This is an optimization exercise on Yosys and OpenROAD, whose aim is small area, not a production implementation. Only simulation tests tie the RTL to the original design; equivalence was not proved. Power and IR drop assume default switching activity.

### flow/config.mk
export PLATFORM = sky130hd
export DESIGN_NAME = transpose_skew_buffer
export DESIGN_NICKNAME = transpose_skew_buffer
export VERILOG_FILES = /design/flow/design.v
export SDC_FILE = /design/flow/constraint.sdc
export NUM_CORES = 4
export LEC_CHECK = 0
export CAP_MARGIN = 20
export CORE_MARGIN = 2
export CORE_UTILIZATION = 65
export CTS_BUF_LIST = sky130_fd_sc_hd__clkbuf_4 sky130_fd_sc_hd__clkbuf_8
export SETUP_SLACK_MARGIN = 0.1
export SLEW_MARGIN = 20
### flow/constraint.sdc
create_clock -name core_clock -period 5.0 [get_ports {clk}]
set_input_delay 1.0000 -clock core_clock [delete_from_list [all_inputs] [get_ports {clk}]]
set_output_delay 1.0000 -clock core_clock [all_outputs]
set_load 0.01 [all_outputs]
### flow/design.v
module transpose_skew_buffer #(
    parameter int DIM  = 8,
    parameter int BITS = 8,
    parameter int SKEW = 1
) (
    input  logic                     clk,
    input  logic                     rst_n,
    input  logic                     clr,
    input  logic                     wr_valid,
    output logic                     wr_ready,
    input  logic [DIM-1:0][BITS-1:0] wr_data,
    input  logic                     mode,
    input  logic                     en,
    output logic [DIM-1:0][BITS-1:0] Aout,
    output logic                     out_valid,
    output logic                     tile_done,
    output logic                     busy
);
    localparam int LAST = 2*DIM-2;         
    localparam int JW   = DIM;             
    localparam int IW   = (DIM > 1) ? $clog2(DIM) : 1;
    logic [BITS-1:0]          wbuf [DIM][DIM];
    logic [BITS-1:0]          dbuf [DIM][DIM];
    logic [BITS-1:0]          last_reg;
    logic                     mode_reg;
    logic [1:0]               full_reg;
    logic                     wr_bank_reg;
    logic                     rd_bank_reg;
    logic [IW-1:0]            wr_idx_reg;
    logic [JW-1:0]            step0_reg;    
    logic [JW-1:0]            step1_reg;    
    logic [JW-1:0]            step_cur;
    logic                     busy_reg;
    logic                     shown_reg;    
    logic                     out_valid_reg;
    logic                     tile_done_reg;
    function automatic logic jis(input logic [JW-1:0] j, input int s);
        if (s == 0)       jis = !j[JW-1] && !j[0];
        else if (s < JW)  jis =  j[s-1] && !j[s];
        else if (s == JW) jis =  j[JW-1] && j[0];
        else              jis = !j[s-JW-1] && j[s-JW];
    endfunction
    logic                     wr_take;
    logic                     wr_fire;
    logic                     drain_fire;
    logic                     last_step;
    logic                     start_idle;
    logic                     start_next;
    logic                     load;
    logic [1:0]               full_set;
    logic [1:0]               full_clr;
    assign wr_take    = wr_valid && !full_reg[wr_bank_reg];
    assign wr_fire    = wr_take && !clr;
    assign drain_fire = busy_reg && en;
    assign step_cur   = step0_reg | step1_reg;
    assign last_step  = jis(step_cur, LAST);
    assign start_idle = !busy_reg && full_reg[rd_bank_reg];
    assign start_next = drain_fire && last_step && full_reg[~rd_bank_reg];
    assign load       = start_idle || start_next;
    assign full_set   = (wr_fire && wr_idx_reg == IW'(DIM-1)) ? (2'b01 << wr_bank_reg) : 2'b00;
    assign full_clr   = (drain_fire && last_step) ? (2'b01 << rd_bank_reg) : 2'b00;
    always_ff @(posedge clk) begin
        for (int r = 0; r < DIM; r++)
            if (wr_take && wr_idx_reg == IW'(r))
                for (int c = 0; c < DIM; c++)
                    wbuf[r][c] <= wr_data[DIM-1-c];
    end
    always_ff @(posedge clk) begin
        if (load) begin
            mode_reg <= mode;
            for (int r = 0; r < DIM; r++)
                for (int c = 0; c < DIM; c++)
                    dbuf[r][c] <= wbuf[r][c];
        end
    end
    always_ff @(posedge clk) begin
        if (drain_fire && last_step)
            last_reg <= dbuf[DIM-1][DIM-1];
    end
    always_ff @(posedge clk or negedge rst_n) begin
        if (!rst_n) begin
            full_reg      <= '0;
            wr_bank_reg   <= 1'b0;
            rd_bank_reg   <= 1'b0;
            wr_idx_reg    <= '0;
            step0_reg     <= '0;
            step1_reg     <= '0;
            busy_reg      <= 1'b0;
            shown_reg     <= 1'b0;
            out_valid_reg <= 1'b0;
            tile_done_reg <= 1'b0;
        end else if (clr) begin
            full_reg      <= '0;
            wr_bank_reg   <= 1'b0;
            rd_bank_reg   <= 1'b0;
            wr_idx_reg    <= '0;
            step0_reg     <= '0;
            step1_reg     <= '0;
            busy_reg      <= 1'b0;
            shown_reg     <= 1'b0;
            out_valid_reg <= 1'b0;
            tile_done_reg <= 1'b0;
        end else begin
            full_reg <= (full_reg & ~full_clr) | full_set;
            if (wr_fire) begin
                wr_idx_reg <= wr_idx_reg + 1'b1;
                if (wr_idx_reg == IW'(DIM-1))
                    wr_bank_reg <= ~wr_bank_reg;
            end
            out_valid_reg <= drain_fire;
            tile_done_reg <= drain_fire && last_step;
            if (start_idle) begin
                busy_reg <= 1'b1;
            end else if (drain_fire) begin
                if (last_step) begin
                    shown_reg   <= 1'b1;
                    rd_bank_reg <= ~rd_bank_reg;
                    step0_reg   <= '0;
                    step1_reg   <= '0;
                    if (!full_reg[~rd_bank_reg])
                        busy_reg <= 1'b0;
                end else begin
                    if (mode_reg)
                        step1_reg <= {step1_reg[JW-2:0], ~step1_reg[JW-1]};
                    else
                        step0_reg <= {step0_reg[JW-2:0], ~step0_reg[JW-1]};
                end
            end
        end
    end
    logic            mid;
    logic [LAST:0]   sel_row;    
    logic [LAST:0]   sel_col;    
    assign mid = step_cur[0] || step_cur[JW-1];
    always_comb begin
        for (int t = 0; t <= LAST; t++) begin
            sel_row[t] = jis(step0_reg, t + 1);
            sel_col[t] = jis(step1_reg, t + 1);
        end
    end
    for (genvar gi = 0; gi < DIM; gi++) begin : g_lane
        logic [BITS-1:0] elem;
        always_comb begin
            elem = '0;
            for (int k = 0; k < DIM; k++) begin
                if (gi + k <= LAST - 1) begin
                    elem = elem | ({BITS{sel_row[gi + k]}} & dbuf[gi][k])
                                | ({BITS{sel_col[gi + k]}} & dbuf[k][gi]);
                end
            end
            if (gi == DIM-1)
                elem = elem | ({BITS{shown_reg && !mid}} & last_reg);
        end
        assign Aout[gi] = elem;
    end
    assign wr_ready  = !full_reg[wr_bank_reg];
    assign out_valid = out_valid_reg;
    assign tile_done = tile_done_reg;
    assign busy      = busy_reg;
endmodule
### flow/run.sh
#!/bin/bash
# synth_recipe.tcl (not shown) runs the flow's synth.tcl, then flattens the netlist and writes it again
# the make line also repeats each setting of config.mk as NAME=value (left out here)
make -C /OpenROAD-flow-scripts/flow DESIGN_CONFIG=/design/flow/config.mk WORK_HOME=/design/flow/orfs CLKGATE_MAP_FILE= SYNTH_SCRIPT=/design/flow/synth_recipe.tcl finish
==> results.sh, run 1 <==
export IMPL_r2r_cells=4
export IMPL_nets=2276
export IMPL_most_frequent_cells_after_synthesis="1033 x sky130_fd_sc_hd__edfxtp_1, 210 x sky130_fd_sc_hd__a22oi_1, 122 x sky130_fd_sc_hd__a22o_1"
export IMPL_setup_tns_ns=0
export IMPL_ctsResizeCount=0
export IMPL_number_of_detailed_routing_iterations_run_before_antenna_repair=7
export IMPL_drt_vias_per_instance=7.33
export IMPL_timing_critical_path_required_ns=4.00
export IMPL_numCtsBuffers=161
export IMPL_final_fill_count=3229
export IMPL_regToRegStartpoint="full_reg[1]"
export IMPL_leakagePower_nw=14.1
export IMPL_io_pins=138
export IMPL_cts_hold_repair_buffers=0
export IMPL_synth_top_cell_by_area="sky130_fd_sc_hd__edfxtp_1"
export IMPL_hold_path_class="reg2reg"
export IMPL_finalSetupViolations=0
export IMPL_post_route_cells_drive_above_1_share_pct=15.1
export IMPL_cp_cell_sequence="nor2b_4 -> buf_4 -> a22o_1 -> a221oi_1 -> nand4_1 -> clkdlybuf4s50_1"
export IMPL_ys_seq_area_share_pct=83.3
export IMPL_timing_setup_critical_path_class="reg2out"
export IMPL_most_used_standard_cell_by_instance_count_after_synthesis="sky130_fd_sc_hd__edfxtp_1"
export IMPL_min_from="wbuf[8][1]"
export IMPL_synthDominantCellAreaShare_pct=81.5
export IMPL_power_density_nw_per_um2=387
export IMPL_fin_worst_skew_ns=0.0276
export IMPL_run_status="complete, no violations"
export IMPL_cp_top_family="simple AND/OR/NAND/NOR gates"
export IMPL_grt_first_pass_wirelength_mm=158
export IMPL_yosysWarnings=3
export IMPL_netlist_area_sq_um=38000
export IMPL_fp_row_count=88
export IMPL_clkSinkCount=1060
export IMPL_port_buffer_count=137
export IMPL_async_reset_ff_share_pct=2.55
export IMPL_hpwl_mm=67.5
export IMPL_core_area_sq_um=57800
export IMPL_starting_density_of_the_core_pct=65.8
export IMPL_r2r_setup_slk_ns=2.13
export IMPL_crit_path_max_incr_delay_ns=0.97
export IMPL_timing_hold_violations_final=0
export IMPL_finalCriticalPeriod_ns=4.88
export IMPL_first_global_vias=22273
export IMPL_cts_root_buf="sky130_fd_sc_hd__clkbuf_8"
export IMPL_whs_endpoint="dbuf[8][1]"
export IMPL_placedCellCount=2802
export IMPL_syn_num_nets=2011
export IMPL_drt_antenna_violating_nets=0
export IMPL_cp_end_kind="output pin"
export IMPL_max_clock_freq_mhz=205
export IMPL_syn_instance_count=1935
export IMPL_synth_top_cells_by_area="sky130_fd_sc_hd__edfxtp_1 82%, sky130_fd_sc_hd__a22oi_1 4.1%, sky130_fd_sc_hd__a22o_1 2.8%"
export IMPL_clock_latency_ns=0.82
export IMPL_globalplace_congestion=0.904
export IMPL_synthesis_area_per_instance_sq_um=19.7
export IMPL_area_growth_synth_to_finish_pct=15.2
export IMPL_worst_slew_margin_rel_pct=23.7
export IMPL_post_synth_num_cell_types=50
export IMPL_ir_worst_vdd_mv=0.374
export IMPL_globalRoute_totalOverflow=0
export IMPL_die_w_um=246
export IMPL_hold_path_depth=0
export IMPL_avgRoutedWirePerCell_um=36.3
export IMPL_finish_cell_count_without_fillers=3091
export IMPL_worst_setup_hold_path_clk_slew_ns=0.07
export IMPL_postCtsSetupBuffers=0
export IMPL_worst_path_max_fanout=28
export IMPL_largest_net_degree_at_the_start_of_global_routing=130
export IMPL_die_area_sq_um=60500
export IMPL_h_tree_lvl_count=4
export IMPL_ys_seq_elements=1060
export IMPL_antenna_found_initial=4
export IMPL_finalMaxSlewViolations=0
export IMPL_cap_viol_max_count=0
export IMPL_leading_registers_by_flop_count="dbuf x512, wbuf x512"
export IMPL_crit_path_top_delay_cell="sky130_fd_sc_hd__nor2b_4"
export IMPL_drt_iter0_markers=4546
export IMPL_main_flop_type_after_synthesis="sky130_fd_sc_hd__edfxtp_1"
export IMPL_start_kind="flip-flop"
export IMPL_tightest_slew_ns=1.14
export IMPL_worst_ep_arrival_time_ns=3.88
export IMPL_drt_wl_total_mm=112
export IMPL_synth_edf_count=1033
export IMPL_timing_rr_end="wbuf[0][2]"
export IMPL_cp_buffers_inverters=2
export IMPL_clock_tree_buffer_depth=3
export IMPL_overall_global_routing_resource_usage_pct=37.9
export IMPL_die_h_um=246
export IMPL_drc=0
export IMPL_rsz0062_at_grt="false"
export IMPL_vias=22645
export IMPL_min_period_over_period_pct=97.6
export IMPL_tritoncts="built"
worst max-delay path by stage:
stage | from | to | cells past startpoint
floorplan | en | dbuf[0][0] | 4
global placement | step1_reg[6] | Aout[17] | 6
detailed placement | step1_reg[6] | Aout[1] | 6
CTS | step1_reg[6] | Aout[1] | 6
global route | step1_reg[6] | Aout[17] | 6
finish | step1_reg[6] | Aout[1] | 6
where the power goes:
group | internal, W | switching (W)
sequential | 0.00985 | 0.0000357
combinational | 0.0000693 | 0.000193
clock | 0.00352 | 0.00330
through the flow:
stage | total power (W) | instance area, sq um | hold WS [ns] | worst slack, ns | util (%)
after global routing | 0.0174 | 43800 | 0.413 | 0.116 | 75.8
after global placement | 0.0103 | 40800 | 0.400 | 1.08 | 70.5
after CTS | 0.0170 | 43800 | 0.398 | 0.139 | 75.8
after floorplan | 0.0101 | 38100 | 0.400 | -0.404 | -
final | 0.0170 | 43800 | 0.400 | 0.122 | 75.8
after detailed placement | 0.0103 | 40800 | 0.405 | 1.03 | 70.5
routing by layer:
layer	vias to the layer above	wire length, um	share of wire (%)	track usage, %
li1	8816	-	-	-
met3	472	17400	15	11.3
met4	2	6320	5.6	19.3
met5	-	10	0.0089	0
met2	2347	49500	44	55.0
met1	11008	39100	35	52.8
placed cells by master, fill, tap and decap left out, types with 44 or more instances in the layout:
cell type and n:
sky130_fd_sc_hd__buf_4 58, sky130_fd_sc_hd__a221oi_1 79, sky130_fd_sc_hd__nand4_1 54, sky130_fd_sc_hd__a22oi_1 210, sky130_fd_sc_hd__a22o_1 121, sky130_fd_sc_hd__clkinv_1 53
sky130_fd_sc_hd__edfxtp_1 1033, sky130_fd_sc_hd__clkbuf_8 161, sky130_fd_sc_hd__clkbuf_4 44, sky130_fd_sc_hd__clkdlybuf4s50_1 137
cell type report:
cell class	count	area [sq um]	area share [%]
sequential	1060	31700	72.3
multi-input combinational	745	5930	13.5
clock buffer	205	2550	5.81
timing repair buffer	210	2110	4.81
tap	765	957	2.18
clock inverter	83	512	1.17
inverter	22	82.6	0.188
antenna	1	2.50	0.00571
logic make-up after synthesis:
| family | share of synthesized area [%] |
|---|---|
| buf+inv | 1.57 |
| xor+xnor | 0.0461 |
| flops | 83.3 |
| compound gates | 11.6 |
| fa+ha+maj | 0.197 |
| mux | 0.0789 |
| simple gates | 3.19 |
==> inputs of run 2 (changes only) <==
--- a/flow/config.mk
+++ b/flow/config.mk
@@ -8,6 +8,8 @@
 export CAP_MARGIN = 20
 export CORE_MARGIN = 2
 export CORE_UTILIZATION = 65
-export CTS_BUF_LIST = sky130_fd_sc_hd__clkbuf_4 sky130_fd_sc_hd__clkbuf_8
+export CTS_BUF_LIST = sky130_fd_sc_hd__clkbuf_16
+export CTS_CLUSTER_DIAMETER = 60
+export CTS_CLUSTER_SIZE = 22
 export SETUP_SLACK_MARGIN = 0.1
 export SLEW_MARGIN = 20
==> run 2 against run 1 <==
Clock power down 25%; die area unchanged; power down 10%; clock skew up 0.0014 ns; combinational power about the same; final area down 3.0%; worst hold slack worse by 0.0033 ns; largest cell class unchanged; register-to-register slack about the same; critical path depth unchanged; clock-buffer cell count down 144; routed wire length down 2.2%; synthesized area unchanged.
==> results.sh, run 2 <==
export IMPL_run_status="complete, no violations"
export IMPL_drt_vias_per_instance=7.55
export IMPL_cp_end_kind="output pin"
export IMPL_layout_commonest_cell="sky130_fd_sc_hd__edfxtp_1"
export IMPL_tritoncts="built"
export IMPL_timing_critical_path_from="step0_reg[0]"
export IMPL_post_synth_num_cell_types=50
export IMPL_drt_antenna_violating_nets=0
export IMPL_max_clock_freq_mhz=211
export IMPL_yosys_area_share_adder_pct=0.197
export IMPL_cap_viol_max_count=0
export IMPL_netlist_area_sq_um=38000
export IMPL_syn_instance_count=1935
export IMPL_cp_cell_sequence="nor2b_4 -> buf_4 -> a2111oi_2 -> nand3_1 -> a311o_1 -> clkdlybuf4s50_1"
export IMPL_hold_path_class="reg2reg"
export IMPL_finalSetupViolations=0
export IMPL_post_synth_xor_area_fraction_pct=0.0460
export IMPL_min_period_over_period_pct=94.7
export IMPL_multi_input_area_sq_um=5930
export IMPL_clkSinkCount=1060
export IMPL_post_route_cells_drive_above_1_share_pct=9.09
export IMPL_start_kind="flip-flop"
export IMPL_antenna_found_initial=3
export IMPL_number_of_detailed_routing_iterations_run_before_antenna_repair=6
export IMPL_globalplace_congestion=0.904
export IMPL_dominant_combinational_cell_family_by_area_after_synthesis="compound AO/OA/AOI/OAI gates"
export IMPL_yosysWarnings=3
export IMPL_hpwl_mm=67.5
export IMPL_crit_path_max_incr_delay_ns=0.68
export IMPL_largest_net_degree_at_the_start_of_global_routing=130
export IMPL_synthesis_area_per_instance_sq_um=19.7
export IMPL_globalRoute_totalOverflow=0
export IMPL_main_flop_type_after_synthesis="sky130_fd_sc_hd__edfxtp_1"
export IMPL_yosys_mux_area_fraction_pct=0.0789
export IMPL_timing_hold_violations_final=0
export IMPL_timing_setup_critical_path_class="reg2out"
export IMPL_avgRoutedWirePerCell_um=38.0
export IMPL_die_area_sq_um=60500
export IMPL_crit_path_top_delay_cell="sky130_fd_sc_hd__a2111oi_2"
export IMPL_fp_row_count=88
export IMPL_drc=0
export IMPL_nets=2173
export IMPL_pre_cts_slack_ns=1.03
export IMPL_compound_gate_fraction_of_synth_area_pct=11.6
export IMPL_final_seq_area_sq_um=31700
export IMPL_most_frequent_cells_after_synthesis="1033 x sky130_fd_sc_hd__edfxtp_1, 210 x sky130_fd_sc_hd__a22oi_1, 122 x sky130_fd_sc_hd__a22o_1"
export IMPL_async_reset_ff_share_pct=2.55
export IMPL_die_w_um=246
export IMPL_timing_rr_end="wbuf[9][7]"
export IMPL_r2r_cells=4
export IMPL_cts_hold_repair_buffers=0
export IMPL_ys_seq_elements=1060
export IMPL_power_density_nw_per_um2=358
export IMPL_worst_setup_hold_path_clk_slew_ns=0.09
export IMPL_clock_tree_buffer_depth=3
export IMPL_synthDominantCellAreaShare_pct=81.5
export IMPL_h_tree_lvl_count=2
export IMPL_most_used_standard_cell_by_instance_count_after_synthesis="sky130_fd_sc_hd__edfxtp_1"
export IMPL_synth_top_cell_by_area="sky130_fd_sc_hd__edfxtp_1"
export IMPL_worst_path_max_fanout=28
export IMPL_synth_top_cells_by_area="sky130_fd_sc_hd__edfxtp_1 82%, sky130_fd_sc_hd__a22oi_1 4.1%, sky130_fd_sc_hd__a22o_1 2.8%"
export IMPL_ctsResizeCount=0
export IMPL_synth_edf_count=1033
export IMPL_first_global_vias=21075
export IMPL_min_from="wbuf[57][1]"
export IMPL_rsz0062_at_grt="false"
export IMPL_leakagePower_nw=13.3
export IMPL_ir_worst_vdd_mv=0.379
export IMPL_area_growth_synth_to_finish_pct=11.8
export IMPL_ys_seq_area_share_pct=83.3
export IMPL_finalCriticalPeriod_ns=4.74
export IMPL_worst_slew_margin_rel_pct=22.8
export IMPL_whs_endpoint="dbuf[57][1]"
export IMPL_numCtsBuffers=58
export IMPL_timing_critical_path_required_ns=4.00
export IMPL_syn_num_nets=2011
export IMPL_final_fill_count=3354
export IMPL_io_pins=138
export IMPL_layout_cells_most_common_list="1033 x sky130_fd_sc_hd__edfxtp_1, 210 x sky130_fd_sc_hd__a22oi_1, 137 x sky130_fd_sc_hd__clkdlybuf4s50_1, 121 x sky130_fd_sc_hd__a22o_1, 79 x sky130_fd_sc_hd__a221oi_1"
export IMPL_port_buffer_count=137
export IMPL_core_area_sq_um=57800
export IMPL_setup_tns_ns=0
export IMPL_leading_registers_by_flop_count="dbuf x512, wbuf x512"
export IMPL_grt_first_pass_wirelength_mm=153
export IMPL_synth_simple_gate_area_share_pct=3.19
export IMPL_clock_latency_ns=0.66
export IMPL_tightest_slew_ns=1.16
export IMPL_regToRegStartpoint="full_reg[1]"
export IMPL_starting_density_of_the_core_pct=65.8
export IMPL_fin_worst_skew_ns=0.0290
export IMPL_die_h_um=246
export IMPL_postCtsSetupBuffers=0
export IMPL_cts_root_buf="sky130_fd_sc_hd__clkbuf_16"
export IMPL_hold_path_depth=0
export IMPL_r2r_setup_slk_ns=2.12
export IMPL_finalMaxSlewViolations=0
export IMPL_overall_global_routing_resource_usage_pct=36.7
export IMPL_fin_ws_ns=0.264
export IMPL_drt_iter0_markers=4615
export IMPL_worst_ep_arrival_time_ns=3.74
export IMPL_drt_wl_total_mm=110
export IMPL_vias=21823
-- run 2: cell counts after synthesis --
No cell type changed its count.
-- run 2: cells by family after synthesis --
family / Yosys count
simple gates: 195
xor+xnor: 2
fa+ha+maj: 6
mux: 3
compound gates: 539
buf+inv: 130
flops: 1060
-- run 2: area by class of cell --
cell class | count | area share, %
Inverter | 22 | 0.194
Sequential cell | 1060 | 74.5
Multi-Input combinational cell | 745 | 13.9
Clock inverter | 26 | 0.553
Timing Repair Buffer | 210 | 4.95
Clock buffer | 61 | 3.59
Antenna cell | 2 | 0.0118
Tap cell | 765 | 2.25
-- run 2: report_power, final --
part | internal, W | switching, W
logic | 0.0000693 | 0.000193
registers | 0.00983 | 0.0000352
clock network | 0.00237 | 0.00273
-- run 2: worst max path at each step --
| stage | end | cells after the start |
|---|---|---|
| 2_1_floorplan | dbuf[0][0] | 4 |
| 3_3_place_gp | Aout[17] | 6 |
| 3_5_place_dp | Aout[1] | 6 |
| 4_1_cts | Aout[1] | 6 |
| 5_1_grt | Aout[17] | 6 |
| 6_report | Aout[61] | 6 |
-- run 2: stage by stage --
| stage | cells | total power, W | area, sq um | hold slack [ns] | utilization [%] |
|---|---|---|---|---|---|
| 6_report | 2891 | 0.0152 | 42500 | 0.397 | 73.6 |
| 5_1_grt | 2889 | 0.0156 | 42500 | 0.415 | 73.6 |
| 4_1_cts | 2889 | 0.0153 | 42500 | 0.411 | 73.6 |
| 3_5_place_dp | 2802 | 0.0103 | 40800 | 0.405 | 70.5 |
| 3_3_place_gp | 2802 | 0.0103 | 40800 | 0.400 | 70.5 |
| 2_1_floorplan | 1935 | 0.0101 | 38100 | 0.400 | - |
-- run 2: critical path, delay by kind of cell (launching register included) --
kind	cells	cell delay, ns
AOI/OAI and AO/OA	2	1.06
buffers and inverters	2	0.90
DFF	1	0.63
and+or+nand+nor	2	0.43
-- run 2: metal layers --
metal / track usage, % / share of wire (%) / vias up / routed length (um)
li1: - / - / 8516 / -
met1: 52.6 / 36 / 10772 / 39400
met2: 54.3 / 45 / 2109 / 49000
met3: 9.03 / 14 / 422 / 15600
met4: 16.7 / 5.3 / 4 / 5830
met5: 0 / 0.046 / - / 50
==> inputs of run 3 (changes only) <==
--- a/flow/config.mk
+++ b/flow/config.mk
@@ -10,6 +10,6 @@
 export CORE_UTILIZATION = 65
 export CTS_BUF_LIST = sky130_fd_sc_hd__clkbuf_16
 export CTS_CLUSTER_DIAMETER = 60
-export CTS_CLUSTER_SIZE = 22
+export CTS_CLUSTER_SIZE = 28
 export SETUP_SLACK_MARGIN = 0.1
 export SLEW_MARGIN = 20
==> run 3 against run 2 <==
Sequential cell count is the same; synthesized cell count did not move; synthesized area unchanged; critical path type unchanged; largest power group unchanged; highest routed layer is now met4.
==> results.sh, run 3 <==
export IMPL_area_growth_synth_to_finish_pct=11.7
export IMPL_worst_path_max_fanout=28
export IMPL_dominant_combinational_cell_family_by_area_after_synthesis="compound AO/OA/AOI/OAI gates"
export IMPL_clock_power_share_pct=33.1
export IMPL_grt_first_pass_wirelength_mm=153
export IMPL_globalRoute_totalOverflow=0
export IMPL_r2r_cells=4
export IMPL_tritoncts="built"
export IMPL_timing_setup_critical_path_class="reg2out"
export IMPL_largest_net_degree_at_the_start_of_global_routing=130
export IMPL_synth_top_cell_by_area="sky130_fd_sc_hd__edfxtp_1"
export IMPL_cp_cell_sequence="nor2b_4 -> buf_4 -> a22o_1 -> a221oi_1 -> nand4_1 -> clkdlybuf4s50_1"
export IMPL_io_pins=138
export IMPL_switching_part_of_the_total_pct=19.9
export IMPL_drc=0
export IMPL_die_area_sq_um=60500
export IMPL_most_used_standard_cell_by_instance_count_after_synthesis="sky130_fd_sc_hd__edfxtp_1"
export IMPL_cp_end_kind="output pin"
export IMPL_synthDominantCellAreaShare_pct=81.5
export IMPL_die_h_um=246
export IMPL_nets=2166
export IMPL_fp_row_count=88
export IMPL_leakagePower_nw=13.3
export IMPL_crit_path_top_delay_cell="sky130_fd_sc_hd__nor2b_4"
export IMPL_worst_slew_margin_rel_pct=22.1
export IMPL_timing_critical_path_required_ns=4.00
export IMPL_regToRegStartpoint="full_reg[1]"
export IMPL_worst_ep_arrival_time_ns=3.71
export IMPL_post_route_cells_drive_above_1_share_pct=9.04
export IMPL_finalMaxSlewViolations=0
export IMPL_tightest_slew_ns=1.17
export IMPL_rsz0062_at_grt="false"
export IMPL_synthesis_area_per_instance_sq_um=19.7
export IMPL_cap_viol_max_count=0
export IMPL_netlist_area_sq_um=38000
export IMPL_port_buffer_count=137
export IMPL_cts_root_buf="sky130_fd_sc_hd__clkbuf_16"
export IMPL_h_tree_lvl_count=2
export IMPL_max_clock_freq_mhz=212
export IMPL_leading_registers_by_flop_count="dbuf x512, wbuf x512"
export IMPL_vias=21755
export IMPL_die_w_um=246
export IMPL_layout_cells_most_common_list="1033 x sky130_fd_sc_hd__edfxtp_1, 210 x sky130_fd_sc_hd__a22oi_1, 137 x sky130_fd_sc_hd__clkdlybuf4s50_1, 121 x sky130_fd_sc_hd__a22o_1, 79 x sky130_fd_sc_hd__a221oi_1"
export IMPL_min_from="wbuf[55][4]"
export IMPL_async_reset_ff_share_pct=2.55
export IMPL_most_frequent_cells_after_synthesis="1033 x sky130_fd_sc_hd__edfxtp_1, 210 x sky130_fd_sc_hd__a22oi_1, 122 x sky130_fd_sc_hd__a22o_1"
export IMPL_power_density_nw_per_um2=356
export IMPL_compound_gate_fraction_of_synth_area_pct=11.6
export IMPL_hold_path_depth=0
export IMPL_power_switching_w=0.00301
export IMPL_numCtsBuffers=51
export IMPL_finalCriticalPeriod_ns=4.71
export IMPL_timing_rr_end="wbuf[10][7]"
export IMPL_yosysWarnings=3
export IMPL_drt_iter0_markers=4415
export IMPL_main_flop_type_after_synthesis="sky130_fd_sc_hd__edfxtp_1"
export IMPL_synth_simple_gate_area_share_pct=3.19
export IMPL_ys_seq_area_share_pct=83.3
export IMPL_finalSetupViolations=0
export IMPL_hold_path_class="reg2reg"
export IMPL_avgRoutedWirePerCell_um=37.9
export IMPL_placedCellCount=2802
export IMPL_synth_top_cells_by_area="sky130_fd_sc_hd__edfxtp_1 82%, sky130_fd_sc_hd__a22oi_1 4.1%, sky130_fd_sc_hd__a22o_1 2.8%"
export IMPL_ir_worst_vdd_mv=0.415
export IMPL_post_synth_xor_area_fraction_pct=0.0460
export IMPL_ys_seq_elements=1060
export IMPL_worst_setup_hold_path_clk_slew_ns=0.10
export IMPL_drt_antenna_violating_nets=0
export IMPL_finish_cell_count_without_fillers=2891
export IMPL_starting_density_of_the_core_pct=65.8
export IMPL_syn_instance_count=1935
export IMPL_first_global_vias=20952
export IMPL_overall_global_routing_resource_usage_pct=36.6
export IMPL_number_of_detailed_routing_iterations_run_before_antenna_repair=8
export IMPL_globalplace_congestion=0.904
export IMPL_syn_num_nets=2011
export IMPL_pwr_share_comb_pct=1.7
export IMPL_p_int_w=0.0121
export IMPL_post_route_cell_area_sq_um=42500
export IMPL_pwr_share_seq_pct=65.2
export IMPL_synth_edf_count=1033
export IMPL_clock_tree_buffer_depth=3
export IMPL_core_area_sq_um=57800
export IMPL_drt_vias_per_instance=7.53
export IMPL_layout_commonest_cell="sky130_fd_sc_hd__edfxtp_1"
export IMPL_post_synth_num_cell_types=50
export IMPL_postCtsSetupBuffers=0
export IMPL_hpwl_mm=67.5
export IMPL_ctsResizeCount=0
export IMPL_placedInstanceArea_sq_um=40800
export IMPL_crit_path_max_incr_delay_ns=0.97
export IMPL_fin_worst_skew_ns=0.0300
export IMPL_clock_latency_ns=0.65
export IMPL_whs_endpoint="dbuf[55][4]"
export IMPL_yosys_mux_area_fraction_pct=0.0789
export IMPL_timing_hold_violations_final=0
export IMPL_run_status="complete, no violations"
export IMPL_clkSinkCount=1060
export IMPL_antenna_found_initial=2
export IMPL_drt_wl_total_mm=110
export IMPL_yosys_area_share_adder_pct=0.197
export IMPL_r2r_setup_slk_ns=2.12
export IMPL_cts_hold_repair_buffers=0
export IMPL_start_kind="flip-flop"
export IMPL_min_period_over_period_pct=94.2
==> run 3: logic make-up (layout without fill, tap and decap cells) <==
kind of cell	after synthesis	after routing
AOI/OAI and AO/OA	539	539
xor gates and xnor gates	2	2
adders and majority gates	6	6
buffers and inverters	130	319
DFF	1060	1060
muxes	3	3
other	0	2
and+or+nand+nor	195	195
==> run 3: layout make-up <==
cell class | instances | area (sq um)
antenna | 2 | 5.00
clock buffer | 51 | 1280
clock inverter | 36 | 454
fill | 3362 | 15300
inverter | 22 | 82.6
multi-input combinational | 745 | 5930
sequential | 1060 | 31700
tap | 765 | 957
timing repair buffer | 210 | 2110
==> run 3: worst max-delay path, delay by kind of cell, from the launching register on <==
family                 cells  cell delay (ns)
AOI/OAI and AO/OA          2             0.27
buffers and inverters      2             1.04
DFF                        1             0.62
and+or+nand+nor            2             1.15
==> run 3: worst max path at each step <==
stage	start	end	slack, ns	cells after the start
after floorplan	en	dbuf[0][0]	-0.40	4
after global placement	step1_reg[6]	Aout[17]	1.08	6
after detailed placement	step1_reg[6]	Aout[1]	1.03	6
after CTS	step1_reg[6]	Aout[1]	0.35	6
after global routing	step1_reg[6]	Aout[17]	0.30	6
final	step1_reg[6]	Aout[1]	0.29	6
==> run 3: power by group through the flow <==
stage | logic [W] | clock network, W | registers [W]
global route | 0.000275 | 0.00533 | 0.00988
finish | 0.000262 | 0.00501 | 0.00987
floorplan | 0.0000597 | 0 | 0.0101
global placement | 0.000257 | 0 | 0.0101
CTS | 0.000262 | 0.00505 | 0.00987
detailed placement | 0.000262 | 0 | 0.0101
==> run 3: routing by layer <==
layer | up-vias | routed length [um] | track usage [%]
li1 | 8518 | - | -
met1 | 10701 | 39100 | 52.7
met2 | 2113 | 48600 | 54.4
met3 | 423 | 15900 | 8.60
met4 | 0 | 6030 | 16.0
met5 | - | 0 | 0
==> run 3: per-stage QoR <==
stage / setup WS (ns) / hold slack, ns / TNS [ns] / utilization, % / total power (W)
3_5_place_dp: 1.03 / 0.405 / 0 / 70.5 / 0.0103
4_1_cts: 0.355 / 0.412 / 0 / 73.5 / 0.0152
6_report: 0.288 / 0.411 / 0 / 73.5 / 0.0151
5_1_grt: 0.302 / 0.415 / 0 / 73.5 / 0.0155
3_3_place_gp: 1.08 / 0.400 / 0 / 70.5 / 0.0103
2_1_floorplan: -0.404 / 0.400 / -207.32 / - / 0.0101
==> inputs of run 4 (changes only) <==
--- a/flow/config.mk
+++ b/flow/config.mk
@@ -8,8 +8,8 @@
 export CAP_MARGIN = 20
 export CORE_MARGIN = 2
 export CORE_UTILIZATION = 65
-export CTS_BUF_LIST = sky130_fd_sc_hd__clkbuf_16
-export CTS_CLUSTER_DIAMETER = 60
-export CTS_CLUSTER_SIZE = 28
+export CTS_BUF_LIST = sky130_fd_sc_hd__clkbuf_8
+export CTS_CLUSTER_DIAMETER = 50
+export CTS_CLUSTER_SIZE = 18
 export SETUP_SLACK_MARGIN = 0.1
 export SLEW_MARGIN = 20
==> run 4 against run 3 <==
Final area up 0.57%; routed wire length up 1.2%; sequential cell count unchanged; via count up 1.4%; core utilization up 0.42 points; critical path type unchanged.
==> results.sh, run 4 <==
export IMPL_synth_simple_gate_area_share_pct=3.19
export IMPL_leakagePower_nw=13.5
export IMPL_core_area_sq_um=57800
export IMPL_synth_top_cell_by_area="sky130_fd_sc_hd__edfxtp_1"
export IMPL_power_density_nw_per_um2=361
export IMPL_globalplace_congestion=0.904
export IMPL_first_global_vias=21220
export IMPL_cts_root_buf="sky130_fd_sc_hd__clkbuf_8"
export IMPL_die_area_sq_um=60500
export IMPL_timing_rr_end="wbuf[12][7]"
export IMPL_worst_ep_arrival_time_ns=3.80
export IMPL_placedInstanceArea_sq_um=40800
export IMPL_most_frequent_cells_after_synthesis="1033 x sky130_fd_sc_hd__edfxtp_1, 210 x sky130_fd_sc_hd__a22oi_1, 122 x sky130_fd_sc_hd__a22o_1"
export IMPL_ir_worst_vdd_mv=0.302
export IMPL_ys_seq_elements=1060
export IMPL_antenna_found_initial=3
export IMPL_cap_viol_max_count=0
export IMPL_syn_instance_count=1935
export IMPL_post_synth_xor_area_fraction_pct=0.0460
export IMPL_rsz0062_at_grt="false"
export IMPL_drt_antenna_violating_nets=0
export IMPL_io_pins=138
export IMPL_layout_commonest_cell="sky130_fd_sc_hd__edfxtp_1"
export IMPL_nets=2204
export IMPL_finalSetupViolations=0
export IMPL_cp_end_kind="output pin"
export IMPL_start_kind="flip-flop"
export IMPL_dominant_combinational_cell_family_by_area_after_synthesis="compound AO/OA/AOI/OAI gates"
export IMPL_timing_critical_path_required_ns=4.00
export IMPL_max_clock_freq_mhz=208
export IMPL_die_h_um=246
export IMPL_r2r_cells=4
export IMPL_hpwl_mm=67.5
export IMPL_main_flop_type_after_synthesis="sky130_fd_sc_hd__edfxtp_1"
export IMPL_crit_path_top_delay_cell="sky130_fd_sc_hd__dfrtp_1"
export IMPL_synthDominantCellAreaShare_pct=81.5
export IMPL_most_used_standard_cell_by_instance_count_after_synthesis="sky130_fd_sc_hd__edfxtp_1"
export IMPL_post_route_cells_drive_above_1_share_pct=11.9
export IMPL_drt_wl_total_mm=111
export IMPL_run_status="complete, no violations"
export IMPL_post_synth_num_cell_types=50
export IMPL_synthesis_area_per_instance_sq_um=19.7
export IMPL_overall_global_routing_resource_usage_pct=37.0
export IMPL_yosysWarnings=3
export IMPL_timing_setup_critical_path_class="reg2out"
export IMPL_port_buffer_count=137
export IMPL_h_tree_lvl_count=3
export IMPL_worst_setup_hold_path_clk_slew_ns=0.10
export IMPL_total_power_w=0.0154
export IMPL_clock_tree_buffer_depth=3
export IMPL_yosys_area_share_adder_pct=0.197
export IMPL_drt_vias_per_instance=7.44
export IMPL_starting_density_of_the_core_pct=65.8
export IMPL_clkSinkCount=1060
export IMPL_timing_hold_violations_final=0
export IMPL_hold_path_class="reg2reg"
export IMPL_largest_net_degree_at_the_start_of_global_routing=130
export IMPL_finalCriticalPeriod_ns=4.80
export IMPL_worst_path_max_fanout=45
export IMPL_vias=22051
export IMPL_tritoncts="built"
export IMPL_avgRoutedWirePerCell_um=37.4
export IMPL_drt_iter0_markers=4705
export IMPL_die_w_um=246
export IMPL_min_from="wbuf[23][7]"
export IMPL_min_period_over_period_pct=96.1
export IMPL_cts_hold_repair_buffers=0
export IMPL_layout_cells_most_common_list="1033 x sky130_fd_sc_hd__edfxtp_1, 210 x sky130_fd_sc_hd__a22oi_1, 137 x sky130_fd_sc_hd__clkdlybuf4s50_1, 121 x sky130_fd_sc_hd__a22o_1, 90 x sky130_fd_sc_hd__clkbuf_8"
export IMPL_leading_registers_by_flop_count="dbuf x512, wbuf x512"
export IMPL_globalRoute_totalOverflow=0
export IMPL_ys_seq_area_share_pct=83.3
export IMPL_clock_latency_ns=0.73
export IMPL_hold_path_depth=0
export IMPL_crit_path_max_incr_delay_ns=0.76
export IMPL_area_growth_synth_to_finish_pct=12.4
export IMPL_netlist_area_sq_um=38000
export IMPL_grt_first_pass_wirelength_mm=155
export IMPL_synth_edf_count=1033
export IMPL_worst_slew_margin_rel_pct=24.2
export IMPL_whs_endpoint="dbuf[23][7]"
export IMPL_r2r_setup_slk_ns=2.12
export IMPL_postCtsSetupBuffers=0
export IMPL_yosys_mux_area_fraction_pct=0.0789
export IMPL_synth_top_cells_by_area="sky130_fd_sc_hd__edfxtp_1 82%, sky130_fd_sc_hd__a22oi_1 4.1%, sky130_fd_sc_hd__a22o_1 2.8%"
export IMPL_fp_row_count=88
export IMPL_number_of_detailed_routing_iterations_run_before_antenna_repair=12
export IMPL_fin_worst_skew_ns=0.0348
export IMPL_async_reset_ff_share_pct=2.55
export IMPL_regToRegStartpoint="full_reg[1]"
export IMPL_tightest_slew_ns=1.13
export IMPL_cp_cell_sequence="nor2b_4 -> buf_4 -> a22oi_1 -> and4_1 -> nand3_1 -> clkdlybuf4s50_1"
export IMPL_compound_gate_fraction_of_synth_area_pct=11.6
export IMPL_finalMaxSlewViolations=0
export IMPL_syn_num_nets=2011
export IMPL_ctsResizeCount=0
export IMPL_drc=0
export IMPL_post_route_cell_area_sq_um=42800
export IMPL_numCtsBuffers=88
## run 4: cell counts after synthesis
Identical to the previous run, type by type.
## run 4: critical path, delay by kind of cell (launching register included)
family / cells / cell delay [ns]
simple gates: 3 / 0.77
buf+inv: 2 / 1.32
flops: 1 / 0.76
compound gates: 1 / 0.20
## run 4: final cells by class
| cell class | count | area (sq um) |
|---|---|---|
| diodes | 4 | 10.0 |
| inverters | 22 | 82.6 |
| multi-input cells | 745 | 5930 |
| fillers | 3332 | 15100 |
| clock buffers | 90 | 1240 |
| flip-flops and latches | 1060 | 31700 |
| well taps | 765 | 957 |
| repair buffers | 211 | 2110 |
| clock inverters | 66 | 721 |
## run 4: report_power, final
part / leakage, nW / internal (W) / switching, W
registers: 9.71 / 0.00983 / 0.0000355
logic: 2.77 / 0.0000693 / 0.000193
clock network: 0.982 / 0.00224 / 0.00307
## run 4: through the flow
| stage | hold WS (ns) | util, % | worst slack [ns] | TNS (ns) | std cells |
|---|---|---|---|---|---|
| 2_1_floorplan | 0.400 | - | -0.404 | -207.32 | 1935 |
| 3_3_place_gp | 0.400 | 70.5 | 1.08 | 0 | 2802 |
| 3_5_place_dp | 0.405 | 70.5 | 1.03 | 0 | 2802 |
| 4_1_cts | 0.407 | 73.9 | 0.231 | 0 | 2958 |
| 5_1_grt | 0.408 | 73.9 | 0.163 | 0 | 2960 |
| 6_report | 0.408 | 74.0 | 0.196 | 0 | 2963 |
## run 4: layer usage
metal / up-vias / GRT usage, % / part of all wire [%]
met2: 2182 / 55.2 / 45
met4: 2 / 15.3 / 5.2
met1: 10816 / 52.7 / 36
met5: - / 0 / 0.012
li1: 8611 / - / -
met3: 440 / 10.0 / 15
## run 4: logic make-up (layout without fill, tap and decap cells)
group	count (synthesis)	count (layout)
AOI/OAI and AO/OA	539	539
other	0	4
and+or+nand+nor	195	195
DFF	1060	1060
xor gates and xnor gates	2	2
muxes	3	3
adders and majority gates	6	6
buffers and inverters	130	389
## run 4: how the worst max path moves through the flow
stage,startpoint,end,slack [ns],cells past startpoint
floorplan,en,dbuf[0][0],-0.40,4
global placement,step1_reg[6],Aout[17],1.08,6
detailed placement,step1_reg[6],Aout[1],1.03,6
CTS,step1_reg[6],Aout[1],0.23,6
global route,step1_reg[6],Aout[17],0.16,6
finish,step1_reg[6],Aout[20],0.20,6
==> inputs of run 5 (changes only) <==
==> flow/config.mk (replaced) <==
export PLATFORM = sky130hd
export DESIGN_NAME = transpose_skew_buffer
export DESIGN_NICKNAME = transpose_skew_buffer
export VERILOG_FILES = /design/flow/design.v
export SDC_FILE = /design/flow/constraint.sdc
export NUM_CORES = 4
export LEC_CHECK = 0
export CAP_MARGIN = 20
export CORE_MARGIN = 2
export CORE_UTILIZATION = 40
export SLEW_MARGIN = 20
==> run 5 against run 4 <==
Still clean; sequential share of layout area down 3.4 points; core utilization down 27 points; clock power up about 40%; worst setup slack better by 0.10 ns; via count about the same; clock skew down 0.0059 ns.
==> results.sh, run 5 <==
export IMPL_timing_hold_violations_final=0
export IMPL_ir_worst_vdd_mv=0.251
export IMPL_tightest_slew_ns=1.14
export IMPL_vias=22032
export IMPL_post_synth_num_cell_types=50
export IMPL_starting_density_of_the_core_pct=40.2
export IMPL_finalMaxSlewViolations=0
export IMPL_ys_seq_elements=1060
export IMPL_leading_registers_by_flop_count="dbuf x512, wbuf x512"
export IMPL_fp_row_count=113
export IMPL_min_period_over_period_pct=94.1
export IMPL_post_route_cell_area_sq_um=44800
export IMPL_leakagePower_nw=14.1
export IMPL_hold_slack_ns=0.402
export IMPL_layout_cells_most_common_list="1033 x sky130_fd_sc_hd__edfxtp_1, 210 x sky130_fd_sc_hd__a22oi_1, 137 x sky130_fd_sc_hd__clkdlybuf4s50_1, 121 x sky130_fd_sc_hd__a22o_1, 108 x sky130_fd_sc_hd__clkbuf_16"
export IMPL_cp_end_kind="output pin"
export IMPL_antenna_found_initial=5
export IMPL_worst_slew_margin_rel_pct=24.0
export IMPL_cts_hold_repair_buffers=0
export IMPL_synth_top_cells_by_area="sky130_fd_sc_hd__edfxtp_1 82%, sky130_fd_sc_hd__a22oi_1 4.1%, sky130_fd_sc_hd__a22o_1 2.8%"
export IMPL_max_clock_freq_mhz=213
export IMPL_most_used_standard_cell_by_instance_count_after_synthesis="sky130_fd_sc_hd__edfxtp_1"
export IMPL_drt_iter0_markers=4333
export IMPL_worst_setup_hold_path_clk_slew_ns=0.06
export IMPL_synth_edf_count=1033
export IMPL_largest_net_degree_at_the_start_of_global_routing=72
export IMPL_die_area_sq_um=97600
export IMPL_layout_commonest_cell="sky130_fd_sc_hd__edfxtp_1"
export IMPL_timing_setup_critical_path_class="reg2out"
export IMPL_drt_antenna_violating_nets=0
export IMPL_total_power_w=0.0176
export IMPL_drt_wl_total_mm=118
export IMPL_synth_top_cell_by_area="sky130_fd_sc_hd__edfxtp_1"
export IMPL_h_tree_lvl_count=3
export IMPL_start_kind="flip-flop"
export IMPL_yosysWarnings=3
export IMPL_final_fill_count=7765
export IMPL_run_status="complete, no violations"
export IMPL_first_global_vias=21431
export IMPL_core_area_sq_um=94600
export IMPL_number_of_detailed_routing_iterations_run_before_antenna_repair=8
export IMPL_placedInstanceArea_sq_um=41500
export IMPL_worst_ep_arrival_time_ns=3.70
export IMPL_syn_num_nets=2011
export IMPL_timing_critical_path_required_ns=4.00
export IMPL_die_h_um=312
export IMPL_postCtsSetupBuffers=0
export IMPL_power_density_nw_per_um2=393
export IMPL_tritoncts="built"
export IMPL_clock_latency_ns=0.68
export IMPL_area_growth_synth_to_finish_pct=17.8
export IMPL_grt_first_pass_wirelength_mm=164
export IMPL_dominant_combinational_cell_family_by_area_after_synthesis="compound AO/OA/AOI/OAI gates"
export IMPL_clkSinkCount=1060
export IMPL_finish_utilization_pct=47.4
export IMPL_async_reset_ff_share_pct=2.55
export IMPL_post_synth_xor_area_fraction_pct=0.0460
export IMPL_io_pins=138
export IMPL_globalplace_congestion=0.939
export IMPL_most_frequent_cells_after_synthesis="1033 x sky130_fd_sc_hd__edfxtp_1, 210 x sky130_fd_sc_hd__a22oi_1, 122 x sky130_fd_sc_hd__a22o_1"
export IMPL_post_route_cells_drive_above_1_share_pct=12.0
export IMPL_netlist_area_sq_um=38000
export IMPL_globalRoute_totalOverflow=0
export IMPL_compound_gate_fraction_of_synth_area_pct=11.6
export IMPL_hpwl_mm=74.8
export IMPL_drc=0
export IMPL_yosys_area_share_adder_pct=0.197
export IMPL_rsz0062_at_grt="false"
export IMPL_syn_instance_count=1935
export IMPL_drt_vias_per_instance=6.28
export IMPL_cts_root_buf="sky130_fd_sc_hd__clkbuf_16"
export IMPL_fin_worst_skew_ns=0.0290
export IMPL_nets=2231
export IMPL_port_buffer_count=137
export IMPL_main_flop_type_after_synthesis="sky130_fd_sc_hd__edfxtp_1"
export IMPL_worst_path_max_fanout=45
export IMPL_numCtsBuffers=105
export IMPL_synthesis_area_per_instance_sq_um=19.7
export IMPL_avgRoutedWirePerCell_um=33.6
export IMPL_hold_path_class="reg2reg"
export IMPL_die_w_um=312
export IMPL_synth_simple_gate_area_share_pct=3.19
export IMPL_synthDominantCellAreaShare_pct=81.5
export IMPL_cap_viol_max_count=0
export IMPL_clock_tree_buffer_depth=3
export IMPL_yosys_mux_area_fraction_pct=0.0789
export IMPL_overall_global_routing_resource_usage_pct=23.7
export IMPL_finalSetupViolations=0
export IMPL_ys_seq_area_share_pct=83.3
export IMPL_ctsResizeCount=0
export IMPL_setup_tns_ns=0
export IMPL_finalCriticalPeriod_ns=4.70
## run 5: worst paths after layout
| kind | slack [ns] | end | from | depth (start not counted) |
|---|---|---|---|---|
| setup / recovery | 0.30 | Aout[50] | step1_reg[6] | 6 |
| hold / removal | 0.40 | dbuf[24][2] | wbuf[24][2] | 0 |
| setup reg to reg | 2.06 | dbuf[24][5] | step0_reg[5] | 6 |
| hold reg to reg | 0.40 | dbuf[24][2] | wbuf[24][2] | 0 |
| max in group asynchronous | 3.98 | step1_reg[7] | rst_n | 2 |
| min in group asynchronous | 0.71 | wr_bank_reg | rst_n | 2 |
## run 5: final cells by class
cell class | instances | area, sq um | share of cell area [%]
clock inverter | 60 | 467 | 1.04
multi-input combinational | 745 | 5930 | 13.2
inverter | 22 | 82.6 | 0.184
timing repair buffer | 221 | 2250 | 5.03
antenna | 2 | 5.00 | 0.0112
clock buffer | 133 | 2800 | 6.24
sequential | 1060 | 31700 | 70.7
tap | 1265 | 1580 | 3.53
## run 5: metrics by stage
stage          instances  setup slack [ns]
2_1_floorplan       1935            -0.404
3_3_place_gp        3313             0.987
3_5_place_dp        3313              1.00
4_1_cts             3506             0.282
5_1_grt             3506             0.256
6_report            3508             0.297
## run 5: power by group
group / total, W / internal, W / switching, W
Combinational: 0.000267 / 0.0000696 / 0.000197
Sequential: 0.00988 / 0.00985 / 0.0000332
Clock: 0.00745 / 0.00418 / 0.00328
Total: 0.0176 / 0.0141 / 0.00351
## run 5: cell families (layout without fill, tap and decap cells)
family                     count (synthesis)  after routing
xor gates and xnor gates                   2              2
other                                      0              2
DFF                                     1060           1060
buffers and inverters                    130            436
muxes                                      3              3
AOI/OAI and AO/OA                        539            539
adders and majority gates                  6              6
and+or+nand+nor                          195            195
## run 5: critical path, stage by stage, from the launching register on
cell and delay, ns:
sky130_fd_sc_hd__dfrtp_1 0.62, sky130_fd_sc_hd__nor2b_4 0.24, sky130_fd_sc_hd__buf_4 0.39, sky130_fd_sc_hd__a22o_1 0.29
sky130_fd_sc_hd__a2111oi_0 0.59, sky130_fd_sc_hd__nand4_1 0.31, sky130_fd_sc_hd__clkdlybuf4s50_1 0.56
## run 5: routing by layer
| metal | vias to the layer above | GRT usage, % | part of all wire, % |
|---|---|---|---|
| met5 | - | 0 | 0.0076 |
| met4 | 2 | 9.54 | 4.8 |
| met3 | 448 | 5.87 | 12 |
| met2 | 1937 | 36.8 | 46 |
| met1 | 10944 | 32.2 | 38 |
| li1 | 8701 | - | - |
==> inputs of run 6 (changes only) <==
==> flow/flow/run.sh (new file) <==
#!/bin/bash
# The standard layout (standard.sh), with the port buffers that global placement inserts
# made from the smallest buffer instead of the flow's default choice. Every input and
# output port still gets its own buffer.
set -euo pipefail
cd "$(dirname "$0")/.."
export BUFFER_PORTS_ARGS="-buffer_cell sky130_fd_sc_hd__buf_1"
bash standard.sh > standard_flow.log 2>&1
==> flow/standard.sh (new file) <==
#!/bin/bash
# synth_recipe.tcl (not shown) runs the flow's synth.tcl, then flattens the netlist and writes it again
# the make line also repeats each setting of config.mk as NAME=value (left out here)
make -C /OpenROAD-flow-scripts/flow DESIGN_CONFIG=/design/flow/config.mk WORK_HOME=/design/flow/orfs CLKGATE_MAP_FILE= SYNTH_SCRIPT=/design/flow/synth_recipe.tcl "${@:-finish}"
--- a/flow/config.mk
+++ b/flow/config.mk
@@ -7,5 +7,9 @@
 export LEC_CHECK = 0
 export CAP_MARGIN = 20
 export CORE_MARGIN = 2
-export CORE_UTILIZATION = 40
+export CORE_UTILIZATION = 65
+export CTS_BUF_LIST = sky130_fd_sc_hd__clkbuf_16
+export CTS_CLUSTER_DIAMETER = 60
+export CTS_CLUSTER_SIZE = 22
+export SETUP_SLACK_MARGIN = 0.1
 export SLEW_MARGIN = 20
removed: flow/run.sh
==> run 6 against run 5 <==
Combinational power shrank 16%; core utilization grew 25 points; non-clock buffer count shrank 19; largest cell class unchanged; clock skew shrank 0.0069 ns; synthesized area is the same; final area shrank 7.1%; maximum frequency grew 2.8%.
==> results.sh, run 6 <==
export IMPL_synthDominantCellAreaShare_pct=81.5
export IMPL_area_growth_synth_to_finish_pct=9.46
export IMPL_h_tree_lvl_count=2
export IMPL_syn_num_nets=2011
export IMPL_max_clock_freq_mhz=219
export IMPL_layout_commonest_cell="sky130_fd_sc_hd__edfxtp_1"
export IMPL_antenna_found_initial=1
export IMPL_globalRoute_totalOverflow=0
export IMPL_timing_hold_violations_final=0
export IMPL_crit_path_top_delay_cell="sky130_fd_sc_hd__nor2b_4"
export IMPL_ys_seq_area_share_pct=83.3
export IMPL_nets=2165
export IMPL_pre_cts_slack_ns=1.28
export IMPL_finalMaxSlewViolations=0
export IMPL_cp_end_kind="output pin"
export IMPL_post_route_cells_drive_above_1_share_pct=8.55
export IMPL_finalSetupViolations=0
export IMPL_ys_seq_elements=1060
export IMPL_leakagePower_nw=13.0
export IMPL_drt_iter0_markers=3759
export IMPL_power_density_nw_per_um2=365
export IMPL_fin_ws_ns=0.427
export IMPL_synth_top_cells_by_area="sky130_fd_sc_hd__edfxtp_1 82%, sky130_fd_sc_hd__a22oi_1 4.1%, sky130_fd_sc_hd__a22o_1 2.8%"
export IMPL_cts_hold_repair_buffers=0
export IMPL_vias=21870
export IMPL_timing_setup_critical_path_class="reg2out"
export IMPL_r2r_cells=5
export IMPL_synthesis_area_per_instance_sq_um=19.7
export IMPL_yosysWarnings=3
export IMPL_leading_registers_by_flop_count="dbuf x512, wbuf x512"
export IMPL_setup_tns_ns=0
export IMPL_rsz0062_at_grt="false"
export IMPL_synth_edf_count=1033
export IMPL_overall_global_routing_resource_usage_pct=37.0
export IMPL_run_status="complete, no violations"
export IMPL_avgRoutedWirePerCell_um=38.4
export IMPL_fin_worst_skew_ns=0.0220
export IMPL_worst_ep_arrival_time_ns=3.57
export IMPL_drc=0
export IMPL_synth_top_cell_by_area="sky130_fd_sc_hd__edfxtp_1"
export IMPL_hpwl_mm=66.8
export IMPL_largest_net_degree_at_the_start_of_global_routing=114
export IMPL_tritoncts="built"
export IMPL_cts_root_buf="sky130_fd_sc_hd__clkbuf_16"
export IMPL_die_area_sq_um=60500
export IMPL_starting_density_of_the_core_pct=65.8
export IMPL_drt_vias_per_instance=7.59
export IMPL_netlist_area_sq_um=38000
export IMPL_worst_path_max_fanout=30
export IMPL_min_period_over_period_pct=91.5
export IMPL_clkSinkCount=1060
export IMPL_die_w_um=246
export IMPL_hold_path_class="reg2reg"
export IMPL_core_area_sq_um=57800
export IMPL_die_h_um=246
export IMPL_placedCellCount=2793
export IMPL_port_buffer_count=137
export IMPL_syn_instance_count=1935
export IMPL_postCtsSetupBuffers=0
export IMPL_start_kind="flip-flop"
export IMPL_number_of_detailed_routing_iterations_run_before_antenna_repair=6
export IMPL_most_frequent_cells_after_synthesis="1033 x sky130_fd_sc_hd__edfxtp_1, 210 x sky130_fd_sc_hd__a22oi_1, 122 x sky130_fd_sc_hd__a22o_1"
export IMPL_layout_cells_most_common_list="1033 x sky130_fd_sc_hd__edfxtp_1, 210 x sky130_fd_sc_hd__a22oi_1, 136 x sky130_fd_sc_hd__buf_1, 121 x sky130_fd_sc_hd__a22o_1, 79 x sky130_fd_sc_hd__a221oi_1"
export IMPL_worst_slew_margin_rel_pct=17.3
export IMPL_first_global_vias=21073
export IMPL_async_reset_ff_share_pct=2.55
export IMPL_most_used_standard_cell_by_instance_count_after_synthesis="sky130_fd_sc_hd__edfxtp_1"
export IMPL_main_flop_type_after_synthesis="sky130_fd_sc_hd__edfxtp_1"
export IMPL_fp_row_count=88
export IMPL_ctsResizeCount=0
export IMPL_timing_critical_path_required_ns=4.00
export IMPL_globalplace_congestion=0.909
export IMPL_clock_tree_buffer_depth=3
export IMPL_finalCriticalPeriod_ns=4.57
export IMPL_clock_latency_ns=0.66
export IMPL_regToRegStartpoint="step0_reg[5]"
export IMPL_grt_first_pass_wirelength_mm=155
export IMPL_worst_setup_hold_path_clk_slew_ns=0.09
export IMPL_cap_viol_max_count=0
export IMPL_drt_wl_total_mm=111
export IMPL_ir_worst_vdd_mv=0.438
export IMPL_io_pins=138
export IMPL_tightest_slew_ns=1.24
export IMPL_cp_cell_sequence="nor2b_4 -> buf_4 -> a22o_1 -> a221oi_1 -> nand4_1 -> buf_1"
export IMPL_hold_slack_ns=0.411
export IMPL_hold_path_depth=0
export IMPL_timing_critical_path_from="step1_reg[6]"
export IMPL_crit_path_max_incr_delay_ns=1.05
export IMPL_numCtsBuffers=58
export IMPL_post_synth_num_cell_types=50
export IMPL_finish_cell_count_without_fillers=2883
export IMPL_drt_antenna_violating_nets=0
export IMPL_min_from="wbuf[44][2]"
run 6: area by class of cell:
cell class	instances	area (sq um)
sequential	1060	31700
tap	765	957
clock buffer	59	1480
antenna	1	2.50
fill	3456	16200
inverter	22	82.6
multi-input combinational	745	5940
timing repair buffer	202	1200
clock inverter	29	293
run 6: worst max-delay path, delay by kind of cell (launching register included):
kind / cells / cell delay [ns]
buffers and inverters: 2 / 0.66
and+or+nand+nor: 2 / 1.33
AOI/OAI and AO/OA: 2 / 0.29
DFF: 1 / 0.63
run 6: per-stage QoR:
| step | util (%) | total power [W] | instance area, sq um |
|---|---|---|---|
| 3_3_place_gp | 68.9 | 0.0103 | 39800 |
| 6_report | 72.0 | 0.0152 | 41600 |
| 4_1_cts | 72.0 | 0.0152 | 41600 |
| 5_1_grt | 72.0 | 0.0155 | 41600 |
| 3_5_place_dp | 68.9 | 0.0103 | 39800 |
| 2_1_floorplan | - | 0.0101 | 38100 |
run 6: kinds of logic after synthesis:
logic type      count (synthesis)  synth area share [%]
fa+ha+maj                       6                 0.197
flops                        1060                  83.3
simple gates                  195                  3.19
mux                             3                0.0789
xor+xnor                        2                0.0461
compound gates                539                  11.6
buf+inv                       130                  1.57
run 6: worst paths after layout:
check,to,slack (ns)
setup reg to reg,dbuf[1][4],1.84
setup / recovery,Aout[1],0.43
max in group asynchronous,step1_reg[7],4.01
min in group asynchronous,out_valid_reg,0.43
hold / removal,dbuf[44][2],0.41
hold reg to reg,dbuf[44][2],0.41
run 6: report_power, final:
| group | internal [W] | switching (W) |
|---|---|---|
| Sequential | 0.00983 | 0.0000353 |
| Combinational | 0.0000306 | 0.000194 |
| Clock | 0.00237 | 0.00275 |
| Total | 0.0122 | 0.00298 |
run 6: routing by layer:
metal / global-route usage [%] / routed length, um / vias to the layer above
met1: 53.8 / 40200 / 10782
met3: 9.93 / 16500 / 435
met5: 0 / 12 / -
li1: - / - / 8515
met2: 53.6 / 48000 / 2136
met4: 16.6 / 6040 / 2
==> inputs of run 7 (changes only) <==
==> flow/flow/run.sh (replaced) <==
#!/bin/bash
# The standard layout (standard.sh) with two changes:
#  - synthesis maps the combinational logic with an area-oriented abc script
#    (flow/synth.tcl wraps synth_recipe.tcl, which is otherwise unchanged);
#  - the port buffers that global placement inserts are made from the smallest buffer
#    instead of the flow's default choice. Every input and output port still gets one.
# Each step's full output is in orfs/logs/ as usual; make's output is in *_flow.log.
set -euo pipefail
cd "$(dirname "$0")/.."
here=$(pwd)
sed -e "s#SYNTH_SCRIPT=[^ ]*#SYNTH_SCRIPT=$here/flow/synth.tcl#" standard.sh > own_synth.sh
bash own_synth.sh synth > synth_flow.log 2>&1
export BUFFER_PORTS_ARGS="-buffer_cell sky130_fd_sc_hd__buf_1"
bash standard.sh > standard_flow.log 2>&1
==> flow/flow/area.abc (new file) <==
&get -n
&st
&syn2
&dch
&nf -a -R 1000
&put
==> flow/flow/synth.tcl (new file) <==
# The standard flow's synthesis script (synth_recipe.tcl, unchanged), with Yosys's abc pass given an
# area-oriented mapping script (flow/area.abc) in place of ORFS's speed script. Only the
# combinational logic between the registers is mapped by abc; the registers, their names
# and cell types come from the steps before it, as in the standard synthesis.
set ::own_abc_script [file join [file dirname [info script]] area.abc]
proc abc {args} {
  set i [lsearch -exact $args -script]
  if { $i >= 0 } {
    lset args [expr {$i + 1}] $::own_abc_script
  }
  yosys abc {*}$args
}
source [file join [file dirname [file dirname [info script]]] synth_recipe.tcl]
--- a/flow/config.mk
+++ b/flow/config.mk
@@ -5,11 +5,11 @@
 export SDC_FILE = /design/flow/constraint.sdc
 export NUM_CORES = 4
 export LEC_CHECK = 0
-export CAP_MARGIN = 20
+export CAP_MARGIN = 5
 export CORE_MARGIN = 2
 export CORE_UTILIZATION = 65
 export CTS_BUF_LIST = sky130_fd_sc_hd__clkbuf_16
 export CTS_CLUSTER_DIAMETER = 60
 export CTS_CLUSTER_SIZE = 22
 export SETUP_SLACK_MARGIN = 0.1
-export SLEW_MARGIN = 20
+export SLEW_MARGIN = 5
==> run 7 against run 6 <==
Worst hold slack lost 0.055 ns; final area decreased by 2.0%; register-to-register slack gained 0.06 ns; via count down 7.4%; die area is 3.2% lower; sequential cell count did not move; global-route usage down 4.5 points; clock-buffer cell count did not move; critical path type unchanged; critical endpoint is now Aout[34].
==> results.sh, run 7 <==
export IMPL_timing_rr_end="wbuf[0][0]"
export IMPL_nets=2090
export IMPL_pre_cts_slack_ns=1.47
export IMPL_globalRoute_totalOverflow=0
export IMPL_netlist_area_sq_um=36800
export IMPL_tightest_slew_ns=1.42
export IMPL_total_power_w=0.0153
export IMPL_postCtsSetupBuffers=0
export IMPL_layout_cells_most_common_list="1033 x sky130_fd_sc_hd__edfxtp_1, 138 x sky130_fd_sc_hd__a22oi_1, 137 x sky130_fd_sc_hd__buf_1, 132 x sky130_fd_sc_hd__a222oi_1, 67 x sky130_fd_sc_hd__a221oi_1"
export IMPL_timing_hold_violations_final=0
export IMPL_vias=20252
export IMPL_cp_top_family="simple AND/OR/NAND/NOR gates"
export IMPL_ctsResizeCount=0
export IMPL_worst_slew_margin_rel_pct=5.44
export IMPL_h_tree_lvl_count=2
export IMPL_post_route_cell_area_sq_um=40800
export IMPL_cts_hold_repair_buffers=0
export IMPL_globalplace_congestion=0.893
export IMPL_timing_critical_path_from="step1_reg[1]"
export IMPL_ir_worst_vdd_mv=0.403
export IMPL_cp_cell_sequence="nor2b_4 -> or2_0 -> buf_4 -> a221oi_1 -> and3_1 -> nand3_1 -> buf_1"
export IMPL_met2WireLength_mm=43.6
export IMPL_timing_setup_critical_path_class="reg2out"
export IMPL_yosysWarnings=3
export IMPL_post_synth_num_cell_types=27
export IMPL_min_period_over_period_pct=86.6
export IMPL_core_area_sq_um=56200
export IMPL_die_area_sq_um=58500
export IMPL_setup_tns_ns=0
export IMPL_drt_wl_total_mm=95.3
export IMPL_clkSinkCount=1060
export IMPL_layout_commonest_cell="sky130_fd_sc_hd__edfxtp_1"
export IMPL_cp_buffers_inverters=2
export IMPL_syn_num_nets=1833
export IMPL_ys_seq_elements=1060
export IMPL_fp_row_count=87
export IMPL_rsz0062_at_grt="false"
export IMPL_cp_end_kind="output pin"
export IMPL_numCtsBuffers=59
export IMPL_finalCriticalPeriod_ns=4.33
export IMPL_die_w_um=242
export IMPL_ys_seq_area_share_pct=86.1
export IMPL_finalMaxSlewViolations=0
export IMPL_area_growth_synth_to_finish_pct=10.9
export IMPL_synth_edf_count=1033
export IMPL_number_of_detailed_routing_iterations_run_before_antenna_repair=10
export IMPL_drc=0
export IMPL_fin_worst_skew_ns=0.0281
export IMPL_worst_path_max_fanout=20
export IMPL_drt_iter0_markers=4314
export IMPL_placedInstanceArea_sq_um=39000
export IMPL_fin_ws_ns=0.672
export IMPL_hpwl_mm=56.4
export IMPL_leakagePower_nw=12.6
export IMPL_hold_path_class="in2async"
export IMPL_drt_antenna_violating_nets=0
export IMPL_synthDominantCellAreaShare_pct=84.3
export IMPL_first_global_vias=19778
export IMPL_most_used_standard_cell_by_instance_count_after_synthesis="sky130_fd_sc_hd__edfxtp_1"
export IMPL_cap_viol_max_count=0
export IMPL_most_frequent_cells_after_synthesis="1033 x sky130_fd_sc_hd__edfxtp_1, 138 x sky130_fd_sc_hd__a22oi_1, 132 x sky130_fd_sc_hd__a222oi_1"
export IMPL_drt_vias_per_instance=7.19
export IMPL_max_clock_freq_mhz=231
export IMPL_post_route_cells_drive_above_1_share_pct=8.75
export IMPL_synth_top_cell_by_area="sky130_fd_sc_hd__edfxtp_1"
export IMPL_dr_max_layer_used="met5"
export IMPL_final_seq_area_sq_um=31700
export IMPL_r2r_setup_slk_ns=1.90
export IMPL_overall_global_routing_resource_usage_pct=32.5
export IMPL_avgRoutedWirePerCell_um=33.8
export IMPL_io_pins=138
export IMPL_worst_setup_hold_path_clk_slew_ns=0.09
export IMPL_port_buffer_count=137
export IMPL_crit_path_max_incr_delay_ns=0.66
export IMPL_start_kind="flip-flop"
export IMPL_finish_utilization_pct=72.7
export IMPL_largest_net_degree_at_the_start_of_global_routing=143
export IMPL_starting_density_of_the_core_pct=65.5
export IMPL_crit_path_top_delay_cell="sky130_fd_sc_hd__nor2b_4"
export IMPL_endpoint="Aout[34]"
export IMPL_m1_wire_length_mm=35.7
export IMPL_path_length_in_cells_of_the_critical_path=7
export IMPL_synthesis_area_per_instance_sq_um=20.9
export IMPL_leading_registers_by_flop_count="dbuf x512, wbuf x512"
export IMPL_cts_root_buf="sky130_fd_sc_hd__clkbuf_16"
export IMPL_async_reset_ff_share_pct=2.55
export IMPL_tritoncts="built"
export IMPL_worst_ep_arrival_time_ns=3.33
export IMPL_regToRegStartpoint="wr_bank_reg"
export IMPL_antenna_found_initial=2
export IMPL_final_fill_count=3363
export IMPL_r2r_cells=4
export IMPL_synth_top_cells_by_area="sky130_fd_sc_hd__edfxtp_1 84%, sky130_fd_sc_hd__a222oi_1 3.6%, sky130_fd_sc_hd__a22oi_1 2.8%"
export IMPL_run_status="complete, no violations"
export IMPL_power_density_nw_per_um2=376
export IMPL_timing_critical_path_required_ns=4.00
export IMPL_syn_instance_count=1757
export IMPL_finalSetupViolations=0
export IMPL_grt_first_pass_wirelength_mm=136
export IMPL_clock_latency_ns=0.66
export IMPL_clock_tree_buffer_depth=3
export IMPL_multi_input_area_sq_um=5290
export IMPL_met3WireLength_mm=12.1
export IMPL_main_flop_type_after_synthesis="sky130_fd_sc_hd__edfxtp_1"
export IMPL_die_h_um=242
[run 7: layer usage]
| layer | track usage (%) | up-vias |
|---|---|---|
| li1 | - | 8252 |
| met1 | 47.3 | 10070 |
| met2 | 49.6 | 1642 |
| met3 | 7.30 | 286 |
| met4 | 12.0 | 2 |
| met5 | 0 | - |
[run 7: kinds of logic (layout without fill, tap and decap cells)]
group / Yosys count / after routing / synth area share (%)
DFF: 1060 / 1060 / 86.1
AOI/OAI and AO/OA: 418 / 418 / 9.72
and+or+nand+nor: 255 / 255 / 3.69
buffers and inverters: 12 / 312 / 0.122
adders and majority gates: 6 / 6 / 0.204
xor gates and xnor gates: 3 / 3 / 0.0714
muxes: 3 / 3 / 0.0816
other: 0 / 2 / 0
[run 7: final cells by class]
class / count / area share (%)
antenna: 2 / 0.0123
clock buffer: 59 / 3.62
clock inverter: 45 / 0.723
inverter: 12 / 0.110
multi-input combinational: 685 / 13.0
sequential: 1060 / 77.6
tap: 756 / 2.32
timing repair buffer: 196 / 2.62
[run 7: worst min-delay path by stage]
stage | cells past startpoint | slack [ns] | startpoint | endpoint
after floorplan | 0 | 0.40 | wbuf[0][0] | dbuf[0][0]
after global placement | 0 | 0.40 | wbuf[63][6] | dbuf[63][6]
after detailed placement | 0 | 0.40 | wbuf[10][0] | dbuf[10][0]
after CTS | 2 | 0.34 | rst_n | step0_reg[0]
after global routing | 2 | 0.40 | rst_n | wr_idx_reg[1]
final | 2 | 0.36 | rst_n | wr_idx_reg[1]
[run 7: power breakdown]
group	switching [W]	leakage, nW	internal, W
Combinational	0.000345	1.93	0.000100
Clock	0.00276	0.929	0.00224
Sequential	0.0000433	9.71	0.00985
Total	0.00315	12.6	0.0122
[run 7: stage by stage]
step / hold WS, ns / instances
after global placement: 0.400 / 2709
after global routing: 0.396 / 2813
after CTS: 0.344 / 2813
final: 0.356 / 2815
after floorplan: 0.400 / 1757
after detailed placement: 0.405 / 2709
[run 7: worst reg2reg max path, cell delays in order (launching register included)]
cell and delay, ns:
sky130_fd_sc_hd__dfrtp_1 0.43, sky130_fd_sc_hd__mux2i_1 0.48, sky130_fd_sc_hd__and2_0 0.50, sky130_fd_sc_hd__and3_4 0.73
sky130_fd_sc_hd__buf_4 0.58

Re-timed with assumed drivers on the ports (clkbuf_16 on the clock, buf_2 on other inputs), run 7 has 0.607 ns of setup slack against 0.672 ns with ideal ports, and 1.322 ns once port delays also move by the mid clock arrival of 0.714 ns.
